Background: an optimization exercise with open tools, aiming at small area, a short achievable clock period and few clock cycles. Do not read the settings as production practice.
In this exercise RTL edits were held to simulation tests only and were not proved equivalent to the original.
Power is estimated from default activity; no workload was simulated.

==> module tsp_top, before the edit <==
module tsp_top #(
	parameter int coord_bits = tsp_pkg::coord_bits_default,
	parameter int node_addr_bits = tsp_pkg::node_addr_bits_default
) (
	input  wire                                clk,
	input  wire                                rst,
	input  wire  [7:0]                         specdata,
	input  wire                                has_specdata,
	output logic                               ready_to_read,
	output logic [coord_bits+node_addr_bits:0] tour_length,
	output logic                               tour_valid
);
	localparam int len_bits = coord_bits + node_addr_bits + 1;
	localparam int half_bits = len_bits - 1;
	localparam int lo_bits = 11;
	localparam int hi_bits = half_bits - lo_bits;
	localparam logic [2:0] st_hdr_start = 3'd0;  
	localparam logic [2:0] st_hdr_n     = 3'd1;  
	localparam logic [2:0] st_hdr_skip  = 3'd2;  
	localparam logic [2:0] st_hdr_no    = 3'd3;  
	localparam logic [2:0] st_coord     = 3'd4;  
	localparam logic [2:0] st_eof       = 3'd5;  
	logic take;
	logic b_v;          
	logic b_digit;
	logic b_cr;
	logic b_n;
	logic b_o;
	logic b_e;
	logic [3:0] b_d;
	assign take = has_specdata & ready_to_read;
	always_ff @(posedge clk) begin
		if (rst) begin
			ready_to_read <= 1'b0;
			b_v <= 1'b0;
		end else begin
			ready_to_read <= 1'b1;
			b_v <= take && specdata != tsp_pkg::char_lf;
		end
	end
	always_ff @(posedge clk) begin
		b_digit <= (specdata >= tsp_pkg::char_zero) && (specdata <= tsp_pkg::char_nine);
		b_cr <= specdata == tsp_pkg::char_cr;
		b_n <= specdata == tsp_pkg::char_n;
		b_o <= specdata == tsp_pkg::char_o;
		b_e <= specdata == tsp_pkg::char_e;
		b_d <= specdata[3:0];
	end
	logic [2:0] state;
	logic in_num;
	logic [1:0] field_cnt;
	logic first;
	logic [2:0] seq;
	logic close_x;
	logic close_y;
	logic [7:0] acc_lo;
	logic [7:0] acc_hi;
	logic [3:0] acc_k;
	logic [coord_bits-1:0] r;
	logic [coord_bits-1:0] fa;
	logic [coord_bits-1:0] fb;
	logic digit;
	logic field_close;
	logic data_leg;
	logic leg;
	logic eof_cr;
	logic in_num_next;
	logic [11:0] lo_next;
	logic [7:0] hk;
	logic [7:0] hi_next;
	assign lo_next = {acc_lo, 3'b000} + {3'b000, acc_lo, 1'b0} + 12'(b_d);
	assign hk = acc_hi + 8'(acc_k);
	assign hi_next = {hk[4:0], 3'b000} + {hk[6:0], 1'b0};
	assign digit = b_v && b_digit && state == st_coord;
	assign field_close = b_v && !b_digit && in_num;
	assign data_leg = state == st_coord && field_close && field_cnt != 2'd0;
	assign close_x = seq == 3'd2;
	assign close_y = seq == 3'd3;
	assign leg = data_leg || close_x || close_y;
	assign eof_cr = state == st_eof && b_v && b_cr;
	assign in_num_next = b_v ? digit : in_num;
	always_ff @(posedge clk) begin
		if (rst) begin
			state <= st_hdr_start;
			in_num <= 1'b0;
			field_cnt <= '0;
			first <= 1'b1;
			seq <= '0;
		end else begin
			in_num <= in_num_next;
			if (eof_cr)
				seq <= 3'd1;
			else if (seq == 3'd6)
				seq <= '0;
			else if (seq != '0)
				seq <= seq + 3'd1;
			if (close_y)
				first <= 1'b1;
			else if (data_leg && field_cnt == 2'd2)
				first <= 1'b0;
			if (b_v) begin
				if (field_close)
					field_cnt <= field_cnt + 2'd1;
				if (b_cr)
					field_cnt <= '0;
				case (state)
					st_hdr_start:
						if (b_cr)
							state <= st_hdr_start;
						else if (b_n)
							state <= st_hdr_n;
						else
							state <= st_hdr_skip;
					st_hdr_n:
						if (b_cr)
							state <= st_hdr_start;
						else if (b_o)
							state <= st_hdr_no;
						else
							state <= st_hdr_skip;
					st_hdr_skip:
						if (b_cr)
							state <= st_hdr_start;
					st_hdr_no:
						if (b_cr)
							state <= st_coord;
					st_coord:
						if (b_e)
							state <= st_eof;
					default:
						if (b_cr)
							state <= st_hdr_start;
				endcase
			end
		end
	end
	always_ff @(posedge clk) begin
		if (digit) begin
			acc_lo <= lo_next[7:0];
			acc_k <= lo_next[11:8];
			acc_hi <= hi_next;
		end else if (!in_num_next) begin
			{acc_hi, acc_lo} <= (seq == 3'd1 || close_x) ? fa : '0;
			acc_k <= '0;
		end
		r <= {hk, acc_lo};
	end
	logic leg2;
	logic first2;
	logic [coord_bits-1:0] pa;
	logic [coord_bits-1:0] pb;
	logic [coord_bits:0] diff;
	always_ff @(posedge clk) begin
		if (rst)
			leg2 <= 1'b0;
		else
			leg2 <= leg;
	end
	always_ff @(posedge clk) begin
		first2 <= first && data_leg;
		if (leg2) begin
			pa <= pb;
			pb <= r;
		end
		if (first2)
			fb <= r;
		if (first2 || seq == 3'd1)
			fa <= fb;
	end
	assign diff = {1'b0, r} - {1'b0, pa};
	logic [coord_bits-1:0] rise;
	logic leg3;
	logic zero3;
	logic carry;
	logic [lo_bits-1:0] total_lo;
	logic [hi_bits-1:0] total_hi;
	logic [lo_bits:0] sum_lo;
	always_ff @(posedge clk) begin
		if (rst) begin
			leg3 <= 1'b0;
			tour_valid <= 1'b0;
		end else begin
			leg3 <= leg2;
			tour_valid <= seq == 3'd6;
		end
	end
	always_ff @(posedge clk) begin
		rise <= diff[coord_bits-1:0] & {coord_bits{!diff[coord_bits]}};
		zero3 <= first2;
	end
	logic [hi_bits:0] sum_hi_x;
	assign sum_lo = {1'b0, total_lo} + {1'b0, rise[lo_bits-1:0]};
	assign sum_hi_x = {total_hi, 1'b1} + {(leg3 ? hi_bits'(rise[coord_bits-1:lo_bits]) : '0), carry};
	always_ff @(posedge clk) begin
		if (leg3 && zero3) begin
			total_lo <= '0;
			total_hi <= '0;
			carry <= 1'b0;
		end else begin
			if (leg3)
				total_lo <= sum_lo[lo_bits-1:0];
			carry <= leg3 && sum_lo[lo_bits];
			total_hi <= sum_hi_x[hi_bits:1];
		end
	end
	assign tour_length = {total_hi, total_lo, 1'b0};
endmodule
clock: 5.0 ns
lec_check: 0
abc_area: 1
cap_margin: 20
core_margin: 2
core_utilization: 50
setup_slack_margin: 3.0
slew_margin: 20
standard.sh (not shown) runs the stock make flow with config.mk's settings and CLKGATE_MAP_FILE= SYNTH_SCRIPT=/design/flow/synth_recipe.tcl, a recipe that flattens the netlist after the stock synthesis.
==> flow/flow/run.sh <==
#!/bin/bash
# Layout flow: the standard ORFS flow (standard.sh) with these changes:
#  - synthesis maps adders with ABC like the rest of the logic instead of
#    extracting them into the library's full/half-adder cells, which are slow
#    (ADDER_MAP_FILE empty; registers and their names are unchanged);
#  - the port buffers inserted during global placement are
#    sky130_fd_sc_hd__buf_2 instead of the delay-cell buffers buffer_ports
#    picks by default;
#  - clock tree synthesis uses a clkbuf_16 root buffer and clkbuf_8 for the
#    rest of the tree (the same arguments as the standard flow otherwise).
set -euo pipefail
export ADDER_MAP_FILE=
export BUFFER_PORTS_ARGS="-buffer_cell sky130_fd_sc_hd__buf_2"
export CTS_ARGS="-sink_clustering_enable -repair_clock_nets -root_buf sky130_fd_sc_hd__clkbuf_16 -buf_list {sky130_fd_sc_hd__clkbuf_8}"
bash standard.sh > standard_flow.log 2>&1
Testbench counts at the start, summed over its fixed seeds: cycles 19,615.
Edit:
--- a/flow/design.v
+++ b/flow/design.v
@@ -31,11 +31,10 @@
 	output logic [coord_bits+node_addr_bits:0] tour_length,
 	output logic                               tour_valid
 );
 	localparam int len_bits = coord_bits + node_addr_bits + 1;
-	localparam int half_bits = len_bits - 1;
 	localparam int lo_bits = 11;
-	localparam int hi_bits = half_bits - lo_bits;
+	localparam int hi_bits = len_bits - lo_bits;
 	localparam logic [2:0] st_hdr_start = 3'd0;  
 	localparam logic [2:0] st_hdr_n     = 3'd1;  
 	localparam logic [2:0] st_hdr_skip  = 3'd2;  
 	localparam logic [2:0] st_hdr_no    = 3'd3;  
@@ -73,11 +72,10 @@
 	logic first;
 	logic [2:0] seq;
 	logic close_x;
 	logic close_y;
-	logic [7:0] acc_lo;
-	logic [7:0] acc_hi;
-	logic [3:0] acc_k;
+	logic [coord_bits-1:0] acc_s;
+	logic [coord_bits-1:0] acc_c;
 	logic [coord_bits-1:0] r;
 	logic [coord_bits-1:0] fa;
 	logic [coord_bits-1:0] fb;
 	logic digit;
@@ -85,14 +83,22 @@
 	logic data_leg;
 	logic leg;
 	logic eof_cr;
 	logic in_num_next;
-	logic [11:0] lo_next;
-	logic [7:0] hk;
-	logic [7:0] hi_next;
-	assign lo_next = {acc_lo, 3'b000} + {3'b000, acc_lo, 1'b0} + 12'(b_d);
-	assign hk = acc_hi + 8'(acc_k);
-	assign hi_next = {hk[4:0], 3'b000} + {hk[6:0], 1'b0};
+	logic [coord_bits-1:0] row1_a, row1_b, row1_c, row1_s, row1_k;
+	logic [coord_bits-1:0] row2_c, row2_s, row2_k;
+	assign row1_a = {acc_s[coord_bits-2:0], 1'b0};
+	assign row1_b = {acc_c[coord_bits-2:0], 1'b0};
+	assign row1_c = {acc_s[coord_bits-4:0], b_d[2:0]};
+	assign row1_s = row1_a ^ row1_b ^ row1_c;
+	assign row1_k = {(row1_a[coord_bits-2:0] & row1_b[coord_bits-2:0]) |
+		(row1_a[coord_bits-2:0] & row1_c[coord_bits-2:0]) |
+		(row1_b[coord_bits-2:0] & row1_c[coord_bits-2:0]), 1'b0};
+	assign row2_c = {acc_c[coord_bits-4:1], b_d[3], 3'b000};
+	assign row2_s = row1_s ^ row1_k ^ row2_c;
+	assign row2_k = {(row1_s[coord_bits-2:0] & row1_k[coord_bits-2:0]) |
+		(row1_s[coord_bits-2:0] & row2_c[coord_bits-2:0]) |
+		(row1_k[coord_bits-2:0] & row2_c[coord_bits-2:0]), 1'b0};
 	assign digit = b_v && b_digit && state == st_coord;
 	assign field_close = b_v && !b_digit && in_num;
 	assign data_leg = state == st_coord && field_close && field_cnt != 2'd0;
 	assign close_x = seq == 3'd2;
@@ -156,16 +162,15 @@
 		end
 	end
 	always_ff @(posedge clk) begin
 		if (digit) begin
-			acc_lo <= lo_next[7:0];
-			acc_k <= lo_next[11:8];
-			acc_hi <= hi_next;
+			acc_s <= row2_s;
+			acc_c <= row2_k;
 		end else if (!in_num_next) begin
-			{acc_hi, acc_lo} <= (seq == 3'd1 || close_x) ? fa : '0;
-			acc_k <= '0;
-		end
-		r <= {hk, acc_lo};
+			acc_s <= (seq == 3'd1 || close_x) ? fa : '0;
+			acc_c <= '0;
+		end
+		r <= acc_s + acc_c;
 	end
 	logic leg2;
 	logic first2;
 	logic [coord_bits-1:0] pa;
@@ -188,9 +193,10 @@
 		if (first2 || seq == 3'd1)
 			fa <= fb;
 	end
 	assign diff = {1'b0, r} - {1'b0, pa};
-	logic [coord_bits-1:0] rise;
+	logic [coord_bits-1:0] mag;
+	logic neg;
 	logic leg3;
 	logic zero3;
 	logic carry;
 	logic [lo_bits-1:0] total_lo;
@@ -205,14 +211,17 @@
 			tour_valid <= seq == 3'd6;
 		end
 	end
 	always_ff @(posedge clk) begin
-		rise <= diff[coord_bits-1:0] & {coord_bits{!diff[coord_bits]}};
+		mag <= diff[coord_bits-1:0] ^ {coord_bits{diff[coord_bits]}};
+		neg <= diff[coord_bits];
 		zero3 <= first2;
 	end
+	logic [lo_bits+1:0] sum_lo_x;
 	logic [hi_bits:0] sum_hi_x;
-	assign sum_lo = {1'b0, total_lo} + {1'b0, rise[lo_bits-1:0]};
-	assign sum_hi_x = {total_hi, 1'b1} + {(leg3 ? hi_bits'(rise[coord_bits-1:lo_bits]) : '0), carry};
+	assign sum_lo_x = {1'b0, total_lo, 1'b1} + {1'b0, mag[lo_bits-1:0], neg};
+	assign sum_lo = sum_lo_x[lo_bits+1:1];
+	assign sum_hi_x = {total_hi, 1'b1} + {(leg3 ? hi_bits'(mag[coord_bits-1:lo_bits]) : '0), carry};
 	always_ff @(posedge clk) begin
 		if (leg3 && zero3) begin
 			total_lo <= '0;
 			total_hi <= '0;
@@ -223,7 +232,7 @@
 			carry <= leg3 && sum_lo[lo_bits];
 			total_hi <= sum_hi_x[hi_bits:1];
 		end
 	end
-	assign tour_length = {total_hi, total_lo, 1'b0};
+	assign tour_length = {total_hi, total_lo};
 endmodule
 `default_nettype wire
Sequential share of layout area came out lower by 2.4 points.
Setup slack stays flat.
Sequential power rises by roughly a tenth.
Global-route usage rose by 0.62 points.
Clock power goes down by a few percent.
Utilization came out lower by 0.95 points.
Register-to-register slack improved by 0.16 ns.
Count of clock-buffer cells in the layout climbs by 1.
Synthesized cell count grows by about a fifth.
Die area goes up by about a fifth.
Power came out higher by about a fifth.
Routed wire length goes up by about a fifth.
Non-clock buffer count drops by 4.
Cell count climbs by about a fifth.
Testbench counts after the change, summed over its fixed seeds: cycles 19,615.

[static timing again, ports no longer ideal]
The flow's constraints put no driver on any port. The routed layouts listed below were extracted and timed again, unchanged, in two steps.
Step 1 assumes that a clkbuf_16 drives the clock port and a buf_2 every other input.
Step 2 times the ports against the registers' clock, not the clock port: input delays grow and output delays shrink by t, the midpoint of the rising clock arrivals with the driver on.
Three values: ideal, step 1, step 2; two values: the first two.
run | t (ns) | setup WS [ns] | hold WS [ns]
the first run | 0.417 | 3.070 / 3.030 / 3.081 | 0.411 / 0.411 / 0.411
the second run | 0.422 | 3.071 / 3.028 / 3.184 | 0.423 / 0.423 / 0.423
After both steps setup and hold are still met in every run listed.
